Context: an optimization exercise on an open-source flow, tuned for small area, a short achievable clock period and few clock cycles per item. The choices shown serve that exercise and are no tape-out recipe.
Where RTL was checked, it was by simulation tests only, not by an equivalence proof against the original.
Power figures rest on the tool's default switching activity, not on a simulated workload. The flow treats the clock pin as an ideal source, which a real chip does not have.

branch xenon:
==> flow/design.v <==
package neural_pkg;
  typedef logic signed [15:0] sample_t;
  typedef logic signed [31:0] mua_t;
  typedef logic [5:0] ch_t;
  typedef logic signed [7:0] coeff_t;
  localparam int FIR_TAPS = 4;
  localparam logic [FIR_TAPS*8-1:0] FIR_COEFFS = {
    -8'sd2,
    -8'sd1,
    8'sd1,
    8'sd2
  };
  localparam int RES_W = 19;
endpackage
module sync_fifo #(
  parameter int WIDTH = 23,
  parameter int DEPTH = 16
) (
  input  logic             bus_clk,
  input  logic             rst_n,
  input  logic [WIDTH-1:0] in_data,
  input  logic             in_valid,
  input  logic             in_next,
  output logic             stall_next,
  output logic [WIDTH-1:0] out_data,
  output logic             out_last,
  output logic             out_valid,
  input  logic             out_ready,
  output logic             overflow
);
  localparam int PW = $clog2(DEPTH);
  localparam int CW = $clog2(DEPTH + 1);
  logic [WIDTH-1:0] pend;
  logic             pend_v;
  logic [WIDTH-1:0] ring [DEPTH];
  logic [CW-1:0] n;
  logic [PW-1:0] twait;
  logic [PW-1:0] hwait;
  logic n_zero;
  logic full;
  logic at_tail;
  logic hold;
  logic ring_wr;
  logic lose;
  logic pend_v_d;
  logic overflow_d;
  logic [WIDTH-1:0] head_d;
  assign n_zero  = (n == '0);
  assign full    = out_valid ? (n == CW'(DEPTH - 1)) : (n == CW'(DEPTH));
  assign at_tail = n_zero || (twait == '0);
  assign lose    = pend_v && full;
  assign hold    = pend_v && !full && !at_tail;
  assign ring_wr = pend_v && at_tail && (n != CW'(DEPTH));
  assign pend_v_d   = hold ? pend_v : in_valid;
  assign overflow_d = overflow || lose;
  assign head_d = n_zero ? pend : ring[DEPTH-1];
  logic          load_c      [2];
  logic          out_valid_c [2];
  logic [CW-1:0] n_c         [2];
  logic [PW-1:0] twait_c     [2];
  logic [PW-1:0] hwait_c     [2];
  logic          stall_c     [2];
  for (genvar r = 0; r < 2; r++) begin : g_ready
    logic head_free;
    logic from_ring;
    logic from_pend;
    logic ring_push;
    logic full_d;
    assign head_free = !out_valid || (r == 1);
    assign from_ring = head_free && !n_zero && (hwait == '0);
    assign from_pend = head_free && n_zero && pend_v;
    assign ring_push = pend_v && !full && !from_pend && at_tail;
    assign load_c[r]      = from_ring || from_pend;
    assign out_valid_c[r] = from_ring || from_pend || (out_valid && (r == 0));
    assign n_c[r]         = ring_push ? (from_ring ? n : n + 1'b1)
                                      : (from_ring ? n - 1'b1 : n);
    assign twait_c[r]     = ring_push ? '0 : twait - 1'b1;
    assign hwait_c[r]     = (ring_push && n_zero) ? PW'(DEPTH - 1) :
                            from_ring             ? '0 : hwait - 1'b1;
    assign full_d     = out_valid_c[r] ? (n_c[r] == CW'(DEPTH - 1))
                                       : (n_c[r] == CW'(DEPTH));
    assign stall_c[r] = (pend_v_d && full_d) || (overflow_d && (in_next || pend_v_d));
  end
  assign stall_next = out_ready ? stall_c[1] : stall_c[0];
  always_ff @(posedge bus_clk) begin
    if (!hold) begin
      pend <= in_data;
    end
  end
  always_ff @(posedge bus_clk) begin
    for (int i = 1; i < DEPTH; i++) begin
      ring[i] <= ring[i-1];
    end
    ring[0] <= ring_wr ? pend : ring[DEPTH-1];
  end
  always_ff @(posedge bus_clk) begin
    if (out_ready ? load_c[1] : load_c[0]) begin
      out_data <= head_d;
      out_last <= (head_d[WIDTH-1:WIDTH-4] == 4'hf);
    end
  end
  always_ff @(posedge bus_clk or negedge rst_n) begin
    if (!rst_n) begin
      pend_v    <= 1'b0;
      n         <= '0;
      twait     <= '0;
      hwait     <= '0;
      out_valid <= 1'b0;
      overflow  <= 1'b0;
    end else begin
      pend_v    <= pend_v_d;
      n         <= out_ready ? n_c[1] : n_c[0];
      twait     <= out_ready ? twait_c[1] : twait_c[0];
      hwait     <= out_ready ? hwait_c[1] : hwait_c[0];
      out_valid <= out_ready ? out_valid_c[1] : out_valid_c[0];
      overflow  <= overflow_d;
    end
  end
endmodule
module fir_bandpass #(
  parameter int NUM_CH = 16
) (
  input  logic                          bus_clk,
  input  logic                          rst_n,
  input  logic [15:0]                   in_data,
  input  logic                          in_valid,
  output logic                          in_ready,
  input  logic                          stall_next,
  output logic                          taken,
  output logic [neural_pkg::RES_W-1:0]  out_data,
  output logic [3:0]                    out_channel,
  output logic                          out_valid
);
  localparam int RES_W = neural_pkg::RES_W;
  logic [3:0]  next_ch;
  logic [3:0]  wait_cnt;
  logic [1:0]  frame;
  logic [15:0] x0;
  logic [3:0]  ch0;
  logic [1:0]  fr0;
  logic        v0;
  logic [15:0] r1 [NUM_CH];
  logic [15:0] r2 [NUM_CH];
  logic [15:0] r3 [NUM_CH];
  logic [15:0] x1, x2, x3;
  assign taken = in_valid && in_ready;
  always_ff @(posedge bus_clk or negedge rst_n) begin
    if (!rst_n) begin
      in_ready <= 1'b1;
    end else begin
      in_ready <= (taken || wait_cnt == 4'd1) && !stall_next;
    end
  end
  always_ff @(posedge bus_clk or negedge rst_n) begin
    if (!rst_n) begin
      next_ch  <= '0;
      wait_cnt <= '0;
      frame    <= '0;
      v0       <= 1'b0;
    end else begin
      v0 <= taken;
      if (taken) begin
        next_ch <= next_ch + 1'b1;
        if (next_ch == 4'(NUM_CH - 1) && frame != 2'd3) begin
          frame <= frame + 1'b1;
        end
      end else begin
        wait_cnt <= wait_cnt - 1'b1;
      end
    end
  end
  always_ff @(posedge bus_clk) begin
    x0  <= in_data;
    ch0 <= next_ch;
    fr0 <= frame;
  end
  always_ff @(posedge bus_clk) begin
    for (int i = 2; i < NUM_CH; i++) begin
      r1[i] <= r1[i-1];
      r2[i] <= r2[i-1];
      r3[i] <= r3[i-1];
    end
    r1[0] <= r1[NUM_CH-1];
    r2[0] <= r2[NUM_CH-1];
    r3[0] <= r3[NUM_CH-1];
    if (v0) begin
      r1[1] <= x0;
      r2[1] <= r1[0];
      r3[1] <= r2[0];
    end else begin
      r1[1] <= r1[0];
      r2[1] <= r2[0];
      r3[1] <= r3[0];
    end
  end
  assign x1 = (fr0 >= 2'd1) ? r1[0] : '0;
  assign x2 = (fr0 >= 2'd2) ? r2[0] : '0;
  assign x3 = (fr0 >= 2'd3) ? r3[0] : '0;
  logic signed [RES_W-1:0] e0, e1, e2, e3;
  assign e0 = {{3{x0[15]}}, x0};
  assign e1 = {{3{x1[15]}}, x1};
  assign e2 = {{3{x2[15]}}, x2};
  assign e3 = {{3{x3[15]}}, x3};
  assign out_data    = (e0 <<< 1) + e1 - e2 - (e3 <<< 1);
  assign out_channel = ch0;
  assign out_valid   = v0;
endmodule
module neural_filter_top (
  input  logic                bus_clk,
  input  logic                rst_n,
  input  logic [15:0]         sample,
  input  logic                sample_valid,
  output logic                sample_ready,
  output logic [31:0]         mua_data,
  output logic [5:0]          mua_channel,
  output logic                mua_last,
  output logic                mua_valid,
  input  logic                mua_ready,
  output logic                overflow
);
  localparam int NUM_CH    = 16;
  localparam int OUT_DEPTH = 16;
  localparam int RES_W     = neural_pkg::RES_W;
  localparam int WORD_W    = RES_W + 4;
  logic              taken;
  logic              out_stall;
  logic [RES_W-1:0]  fir_data;
  logic [3:0]        fir_channel;
  logic              fir_valid;
  logic [WORD_W-1:0] mua_word;
  fir_bandpass #(
    .NUM_CH (NUM_CH)
  ) fir_band_pass (
    .bus_clk     (bus_clk),
    .rst_n       (rst_n),
    .in_data     (sample),
    .in_valid    (sample_valid),
    .in_ready    (sample_ready),
    .stall_next  (out_stall),
    .taken       (taken),
    .out_data    (fir_data),
    .out_channel (fir_channel),
    .out_valid   (fir_valid)
  );
  sync_fifo #(
    .WIDTH (WORD_W),
    .DEPTH (OUT_DEPTH)
  ) mua_fifo (
    .bus_clk   (bus_clk),
    .rst_n     (rst_n),
    .in_data   ({fir_channel, fir_data}),
    .in_valid  (fir_valid),
    .in_next   (taken),
    .stall_next(out_stall),
    .out_data  (mua_word),
    .out_last  (mua_last),
    .out_valid (mua_valid),
    .out_ready (mua_ready),
    .overflow  (overflow)
  );
  assign mua_data    = {{(32-RES_W){mua_word[RES_W-1]}}, mua_word[RES_W-1:0]};
  assign mua_channel = {2'b00, mua_word[WORD_W-1:RES_W]};
endmodule
==> flow/config.mk <==
export PLATFORM = sky130hd
export DESIGN_NAME = neural_filter_top
export DESIGN_NICKNAME = neural_filter_top
export VERILOG_FILES = /design/flow/design.v
export SDC_FILE = /design/flow/constraint.sdc
export NUM_CORES = 4
export LEC_CHECK = 0
export CAP_MARGIN = 20
export CORE_MARGIN = 2
export CORE_UTILIZATION = 45
export PLACE_DENSITY = 0.6
export SLEW_MARGIN = 20
==> flow/constraint.sdc <==
create_clock -name core_clock -period 14.0 [get_ports {bus_clk}]
set_input_delay 2.8000 -clock core_clock [delete_from_list [all_inputs] [get_ports {bus_clk}]]
set_output_delay 2.8000 -clock core_clock [all_outputs]
set_load 0.01 [all_outputs]
run.sh (not shown) runs the stock make flow with config.mk's settings and CLKGATE_MAP_FILE= SYNTH_SCRIPT=/design/flow/synth_recipe.tcl, a recipe that flattens the netlist after the stock synthesis.
Testbench counts of branch xenon, summed over its fixed seeds: cycles 6,168, items 6,144.
> inputs changed (branch xenon -> branch pepper)
--- a/flow/design.v
+++ b/flow/design.v
@@ -133,18 +133,17 @@
 );
   localparam int RES_W = neural_pkg::RES_W;
   logic [3:0]  next_ch;
   logic [3:0]  wait_cnt;
   logic [1:0]  frame;
-  logic [15:0] x0;
   logic [3:0]  ch0;
-  logic [1:0]  fr0;
   logic        v0;
   logic [15:0] r1 [NUM_CH];
   logic [15:0] r2 [NUM_CH];
   logic [15:0] r3 [NUM_CH];
   logic [15:0] x1, x2, x3;
+  logic [RES_W-2:0] part;
   assign taken = in_valid && in_ready;
   always_ff @(posedge bus_clk or negedge rst_n) begin
     if (!rst_n) begin
       in_ready <= 1'b1;
     end else begin
@@ -168,42 +167,40 @@
         wait_cnt <= wait_cnt - 1'b1;
       end
     end
   end
   always_ff @(posedge bus_clk) begin
-    x0  <= in_data;
-    ch0 <= next_ch;
-    fr0 <= frame;
-  end
-  always_ff @(posedge bus_clk) begin
-    for (int i = 2; i < NUM_CH; i++) begin
+    for (int i = 1; i < NUM_CH; i++) begin
       r1[i] <= r1[i-1];
       r2[i] <= r2[i-1];
       r3[i] <= r3[i-1];
     end
-    r1[0] <= r1[NUM_CH-1];
-    r2[0] <= r2[NUM_CH-1];
-    r3[0] <= r3[NUM_CH-1];
-    if (v0) begin
-      r1[1] <= x0;
-      r2[1] <= r1[0];
-      r3[1] <= r2[0];
-    end else begin
-      r1[1] <= r1[0];
-      r2[1] <= r2[0];
-      r3[1] <= r3[0];
-    end
-  end
-  assign x1 = (fr0 >= 2'd1) ? r1[0] : '0;
-  assign x2 = (fr0 >= 2'd2) ? r2[0] : '0;
-  assign x3 = (fr0 >= 2'd3) ? r3[0] : '0;
-  logic signed [RES_W-1:0] e0, e1, e2, e3;
-  assign e0 = {{3{x0[15]}}, x0};
-  assign e1 = {{3{x1[15]}}, x1};
-  assign e2 = {{3{x2[15]}}, x2};
-  assign e3 = {{3{x3[15]}}, x3};
-  assign out_data    = (e0 <<< 1) + e1 - e2 - (e3 <<< 1);
+    if (taken) begin
+      r1[0] <= in_data;
+      r2[0] <= r1[NUM_CH-1];
+      r3[0] <= r2[NUM_CH-1];
+    end else begin
+      r1[0] <= r1[NUM_CH-1];
+      r2[0] <= r2[NUM_CH-1];
+      r3[0] <= r3[NUM_CH-1];
+    end
+  end
+  assign x1 = (frame >= 2'd1) ? r1[NUM_CH-1] : '0;
+  assign x2 = (frame >= 2'd2) ? r2[NUM_CH-1] : '0;
+  assign x3 = (frame >= 2'd3) ? r3[NUM_CH-1] : '0;
+  logic signed [RES_W-2:0] p1, p2, p3;
+  assign p1 = {{2{x1[15]}}, x1};
+  assign p2 = {{2{x2[15]}}, x2};
+  assign p3 = {{2{x3[15]}}, x3};
+  always_ff @(posedge bus_clk) begin
+    ch0  <= next_ch;
+    part <= p1 - p2 - (p3 <<< 1);
+  end
+  logic signed [RES_W-1:0] e0, ep;
+  assign e0 = {{3{r1[0][15]}}, r1[0]};
+  assign ep = {part[RES_W-2], part};
+  assign out_data    = (e0 <<< 1) + ep;
   assign out_channel = ch0;
   assign out_valid   = v0;
 endmodule
 module neural_filter_top (
   input  logic                bus_clk,
branch pepper | stages: all done | timing, DRC, antenna: all pass
The higher total via count after detailed routing of branch pepper and branch xenon is in branch pepper.
Count of clock-buffer cells in the layout, branch pepper and branch xenon: smaller value in branch pepper
As of branch pepper, synthesized cell count had risen by a few percent compared to branch xenon.
Between branch pepper and branch xenon, the met3 usage does not differ in any meaningful way.
Cell area, branch pepper and branch xenon: smaller value in branch xenon
branch pepper has power of the combinational group above what branch xenon had.
Where power is concerned, branch xenon is better than branch pepper.
branch pepper vs branch xenon, final core utilization went up by 0.41 points.
The final reports for branch pepper and branch xenon show total of fill cells in the finished design lower in the former.
branch pepper: count of inverters not on the clock network in the layout is about 40% lower than what branch xenon reported.
Delta (branch pepper minus branch xenon): number of antenna violations at the first check in global routing dropped 1; fraction of final layout cells with drive strength greater than 1 dropped 2.0 points; total core area barely changed.
Testbench counts of branch pepper, summed over its fixed seeds: cycles 6,168, items 6,144.

========
neural_filter_top, a different RTL version from the one above (not shown whole).
Size in the first run: about 1900 cells after synthesis, ~1200 flip-flops, about 62 I/O pins, ~30000 sq um of cells after synthesis.
==> module sync_fifo, before the edit <==
module sync_fifo #(
  parameter int DATA_W = 19,
  parameter int DEPTH  = 16
) (
  input  logic              bus_clk,
  input  logic              rst_n,
  input  logic [DATA_W-1:0] in_data,
  input  logic              in_valid,
  input  logic [3:0]        pend_ch,
  input  logic              in_next,
  output logic              stall_next,
  output logic [DATA_W-1:0] out_data,
  output logic [3:0]        out_channel,
  output logic              out_last,
  output logic              out_valid,
  input  logic              out_ready,
  output logic              overflow
);
  localparam int WIDTH = DATA_W + 4;
  localparam int PW = $clog2(DEPTH);
  localparam int CW = $clog2(DEPTH + 1);
  logic [DATA_W-1:0] pend;
  logic              pend_v;
  logic [WIDTH-1:0]  pend_word;
  logic [WIDTH-1:0] ring [DEPTH];
  logic [CW-1:0] n;
  logic [PW-1:0] twait;
  logic [PW-1:0] hwait;
  logic n_zero;
  logic full;
  logic at_tail;
  logic hold;
  logic ring_wr;
  logic lose;
  logic pend_v_d;
  logic overflow_d;
  logic [WIDTH-1:0] head_d;
  assign pend_word = {pend_ch, pend};
  assign n_zero  = (n == '0);
  assign full    = out_valid ? (n == CW'(DEPTH - 1)) : (n == CW'(DEPTH));
  assign at_tail = n_zero || (twait == '0);
  assign lose    = pend_v && full;
  assign hold    = pend_v && !full && !at_tail;
  assign ring_wr = pend_v && at_tail && (n != CW'(DEPTH));
  assign pend_v_d   = hold ? pend_v : in_valid;
  assign overflow_d = overflow || lose;
  assign head_d = ring_wr ? pend_word : ring[DEPTH-1];
  logic          load_c      [2];
  logic          out_valid_c [2];
  logic [CW-1:0] n_c         [2];
  logic [PW-1:0] twait_c     [2];
  logic [PW-1:0] hwait_c     [2];
  logic          stall_c     [2];
  for (genvar r = 0; r < 2; r++) begin : g_ready
    logic head_free;
    logic from_ring;
    logic from_pend;
    logic ring_push;
    logic full_d;
    assign head_free = !out_valid || (r == 1);
    assign from_ring = head_free && !n_zero && (hwait == '0);
    assign from_pend = head_free && n_zero && pend_v;
    assign ring_push = pend_v && !full && !from_pend && at_tail;
    assign load_c[r]      = from_ring || from_pend;
    assign out_valid_c[r] = from_ring || from_pend || (out_valid && (r == 0));
    assign n_c[r]         = ring_push ? (from_ring ? n : n + 1'b1)
                                      : (from_ring ? n - 1'b1 : n);
    assign twait_c[r]     = ring_push ? '0 : twait - 1'b1;
    assign hwait_c[r]     = (ring_push && n_zero) ? PW'(DEPTH - 1) :
                            from_ring             ? '0 : hwait - 1'b1;
    assign full_d     = out_valid_c[r] ? (n_c[r] == CW'(DEPTH - 1))
                                       : (n_c[r] == CW'(DEPTH));
    assign stall_c[r] = (pend_v_d && full_d) || (overflow_d && (in_next || pend_v_d));
  end
  assign stall_next = out_ready ? stall_c[1] : stall_c[0];
  always_ff @(posedge bus_clk) begin
    if (!hold) begin
      pend <= in_data;
    end
  end
  always_ff @(posedge bus_clk) begin
    for (int i = 1; i < DEPTH; i++) begin
      ring[i] <= ring[i-1];
    end
    ring[0] <= head_d;
  end
  always_ff @(posedge bus_clk) begin
    if (out_ready ? load_c[1] : load_c[0]) begin
      out_data    <= head_d[DATA_W-1:0];
      out_channel <= head_d[WIDTH-1:DATA_W];
      out_last    <= (head_d[WIDTH-1:DATA_W] == 4'hf);
    end
  end
  always_ff @(posedge bus_clk or negedge rst_n) begin
    if (!rst_n) begin
      pend_v    <= 1'b0;
      n         <= '0;
      twait     <= '0;
      hwait     <= '0;
      out_valid <= 1'b0;
      overflow  <= 1'b0;
    end else begin
      pend_v    <= pend_v_d;
      n         <= out_ready ? n_c[1] : n_c[0];
      twait     <= out_ready ? twait_c[1] : twait_c[0];
      hwait     <= out_ready ? hwait_c[1] : hwait_c[0];
      out_valid <= out_ready ? out_valid_c[1] : out_valid_c[0];
      overflow  <= overflow_d;
    end
  end
endmodule
==> module neural_filter_top, before the edit <==
module neural_filter_top (
  input  logic                bus_clk,
  input  logic                rst_n,
  input  logic [15:0]         sample,
  input  logic                sample_valid,
  output logic                sample_ready,
  output logic [31:0]         mua_data,
  output logic [5:0]          mua_channel,
  output logic                mua_last,
  output logic                mua_valid,
  input  logic                mua_ready,
  output logic                overflow
);
  localparam int NUM_CH    = 16;
  localparam int OUT_DEPTH = 16;
localparam int RES_W     = neural_pkg::RES_W;
  logic              taken;
  logic              out_stall;
  logic [RES_W-1:0]  fir_data;
  logic [3:0]        pend_channel;
  logic              fir_valid;
  logic [RES_W-1:0]  mua_res;
  logic [3:0]        mua_ch;
  fir_bandpass #(
    .NUM_CH (NUM_CH)
  ) fir_band_pass (
    .bus_clk      (bus_clk),
    .rst_n        (rst_n),
    .in_data      (sample),
    .in_valid     (sample_valid),
    .in_ready     (sample_ready),
    .stall_next   (out_stall),
    .taken        (taken),
    .out_data     (fir_data),
    .pend_channel (pend_channel),
    .out_valid    (fir_valid)
  );
  sync_fifo #(
    .DATA_W (RES_W),
    .DEPTH  (OUT_DEPTH)
  ) mua_fifo (
    .bus_clk     (bus_clk),
    .rst_n       (rst_n),
    .in_data     (fir_data),
    .in_valid    (fir_valid),
    .pend_ch     (pend_channel),
    .in_next     (taken),
    .stall_next  (out_stall),
    .out_data    (mua_res),
    .out_channel (mua_ch),
    .out_last    (mua_last),
    .out_valid   (mua_valid),
    .out_ready   (mua_ready),
    .overflow    (overflow)
  );
  assign mua_data    = {{(32-RES_W){mua_res[RES_W-1]}}, mua_res};
  assign mua_channel = {2'b00, mua_ch};
endmodule
Settings: LEC_CHECK=0, CAP_MARGIN=20, CORE_MARGIN=2, CORE_UTILIZATION=45, CTS_CLUSTER_DIAMETER=80, CTS_CLUSTER_SIZE=30, PLACE_DENSITY=0.6, SLEW_MARGIN=20; clock period 14.0 ns.
standard.sh (not shown) runs the stock make flow with config.mk's settings and CLKGATE_MAP_FILE= SYNTH_SCRIPT=/design/flow/synth_recipe.tcl, a recipe that flattens the netlist after the stock synthesis.
==> flow/flow/run.sh <==
#!/bin/bash
# Layout with the standard ORFS flow (standard.sh: standard synthesis,
# floorplan, power grid, placement, CTS, routing), changing only how it
# optimises:
#  - ports are buffered with buf_4 rather than the default buffer cell
#  - CTS clusters up to 30 sinks within 80 um and adds no dummy loads
#  - repair_timing works towards a setup slack of SETUP_SLACK_MARGIN
# The clock period and constraints are the standard flow's, unchanged.
set -euo pipefail
export BUFFER_PORTS_ARGS="-buffer_cell sky130_fd_sc_hd__buf_2"
export CTS_ARGS="-sink_clustering_enable -repair_clock_nets -sink_clustering_size 30 -sink_clustering_max_diameter 80 -dont_use_dummy_load"
export SETUP_SLACK_MARGIN=10
bash standard.sh finish > standard_flow.log 2>&1
Testbench counts at the start, summed over its fixed seeds: cycles 6,168, items 6,144.
Edit:
--- a/flow/design.v
+++ b/flow/design.v
@@ -23,8 +23,9 @@
   input  logic [3:0]        pend_ch,
   input  logic              in_next,
   output logic              stall_next,
   output logic [DATA_W-1:0] out_data,
+  output logic [1:0]        out_sign,
   output logic [3:0]        out_channel,
   output logic              out_last,
   output logic              out_valid,
   input  logic              out_ready,
@@ -106,8 +107,22 @@
     end
   end
   always_ff @(posedge bus_clk or negedge rst_n) begin
     if (!rst_n) begin
+      out_sign[0] <= 1'b0;
+    end else if (out_ready ? load_c[1] : load_c[0]) begin
+      out_sign[0] <= head_d[DATA_W-1];
+    end
+  end
+  always_ff @(posedge bus_clk or negedge rst_n) begin
+    if (!rst_n) begin
+      out_sign[1] <= 1'b1;
+    end else if (out_ready ? load_c[1] : load_c[0]) begin
+      out_sign[1] <= head_d[DATA_W-1];
+    end
+  end
+  always_ff @(posedge bus_clk or negedge rst_n) begin
+    if (!rst_n) begin
       pend_v    <= 1'b0;
       n         <= '0;
       twait     <= '0;
       hwait     <= '0;
@@ -228,8 +243,9 @@
   logic [3:0]        pend_channel;
   logic              fir_valid;
   logic [RES_W-1:0]  mua_res;
   logic [3:0]        mua_ch;
+  logic [1:0]        mua_sign;
   fir_bandpass #(
     .NUM_CH (NUM_CH)
   ) fir_band_pass (
     .bus_clk      (bus_clk),
@@ -254,13 +270,14 @@
     .pend_ch     (pend_channel),
     .in_next     (taken),
     .stall_next  (out_stall),
     .out_data    (mua_res),
+    .out_sign    (mua_sign),
     .out_channel (mua_ch),
     .out_last    (mua_last),
     .out_valid   (mua_valid),
     .out_ready   (mua_ready),
     .overflow    (overflow)
   );
-  assign mua_data    = {{(32-RES_W){mua_res[RES_W-1]}}, mua_res};
+  assign mua_data    = {{7{mua_sign[1]}}, {6{mua_sign[0]}}, mua_res};
   assign mua_channel = {2'b00, mua_ch};
 endmodule
After rerunning: Non-clock buffer count decreases by 5. Power increases by about 3.5%. Clock-buffer cell count stays the same. Clock skew decreases by 8.3 ps. Via count decreases by 2.9%. Sequential share of layout area increases by 0.16 points. Die area stays flat. Synthesized area hardly moves.
The RTL of the second run of this note was laid out without a check of its function.

-- afterwards: timing with drivers on the ports --
No port has a modelled driver above. Below, the same layouts with a new extraction and two added sets of constraints. Step 1 assumes that a clkbuf_16 drives the clock port and a buf_2 every other input. Step 2 adds t to the input delays and takes it off the output delays; t is the mean of the earliest and latest rising clock arrival at the registers after step 1. Input paths then give back, and output paths get back, about the clock's delay inside the block. a / b / c = no drivers / after step 1 / after step 2; a / b = the first two.
| run | t, ns | slack for setup (ns) | worst setup path after step 2 | latest minus earliest clock arrival (ns) | cell pins on the clock port's net |
|---|---|---|---|---|---|
| branch xenon | 0.680 | 9.036 / 9.036 / 9.036 | register to register | 0.022 / 0.022 | 1 |
| branch pepper | 0.706 | 9.361 / 9.300 / 9.164 | input to register | 0.027 / 0.027 | 1 |
| the first run of note 2 | 0.647 | 9.893 / 9.837 / 9.397 | input to register | 0.051 / 0.052 | 1 |
| the second run of note 2 | 0.651 | 9.875 / 9.815 / 9.572 | input to register | 0.047 / 0.047 | 1 |
After both steps every run listed still meets setup and hold. The setup slack of the first run of note 2, which loses most, moves by -0.056 ns with the drivers and by -0.496 ns with both steps.
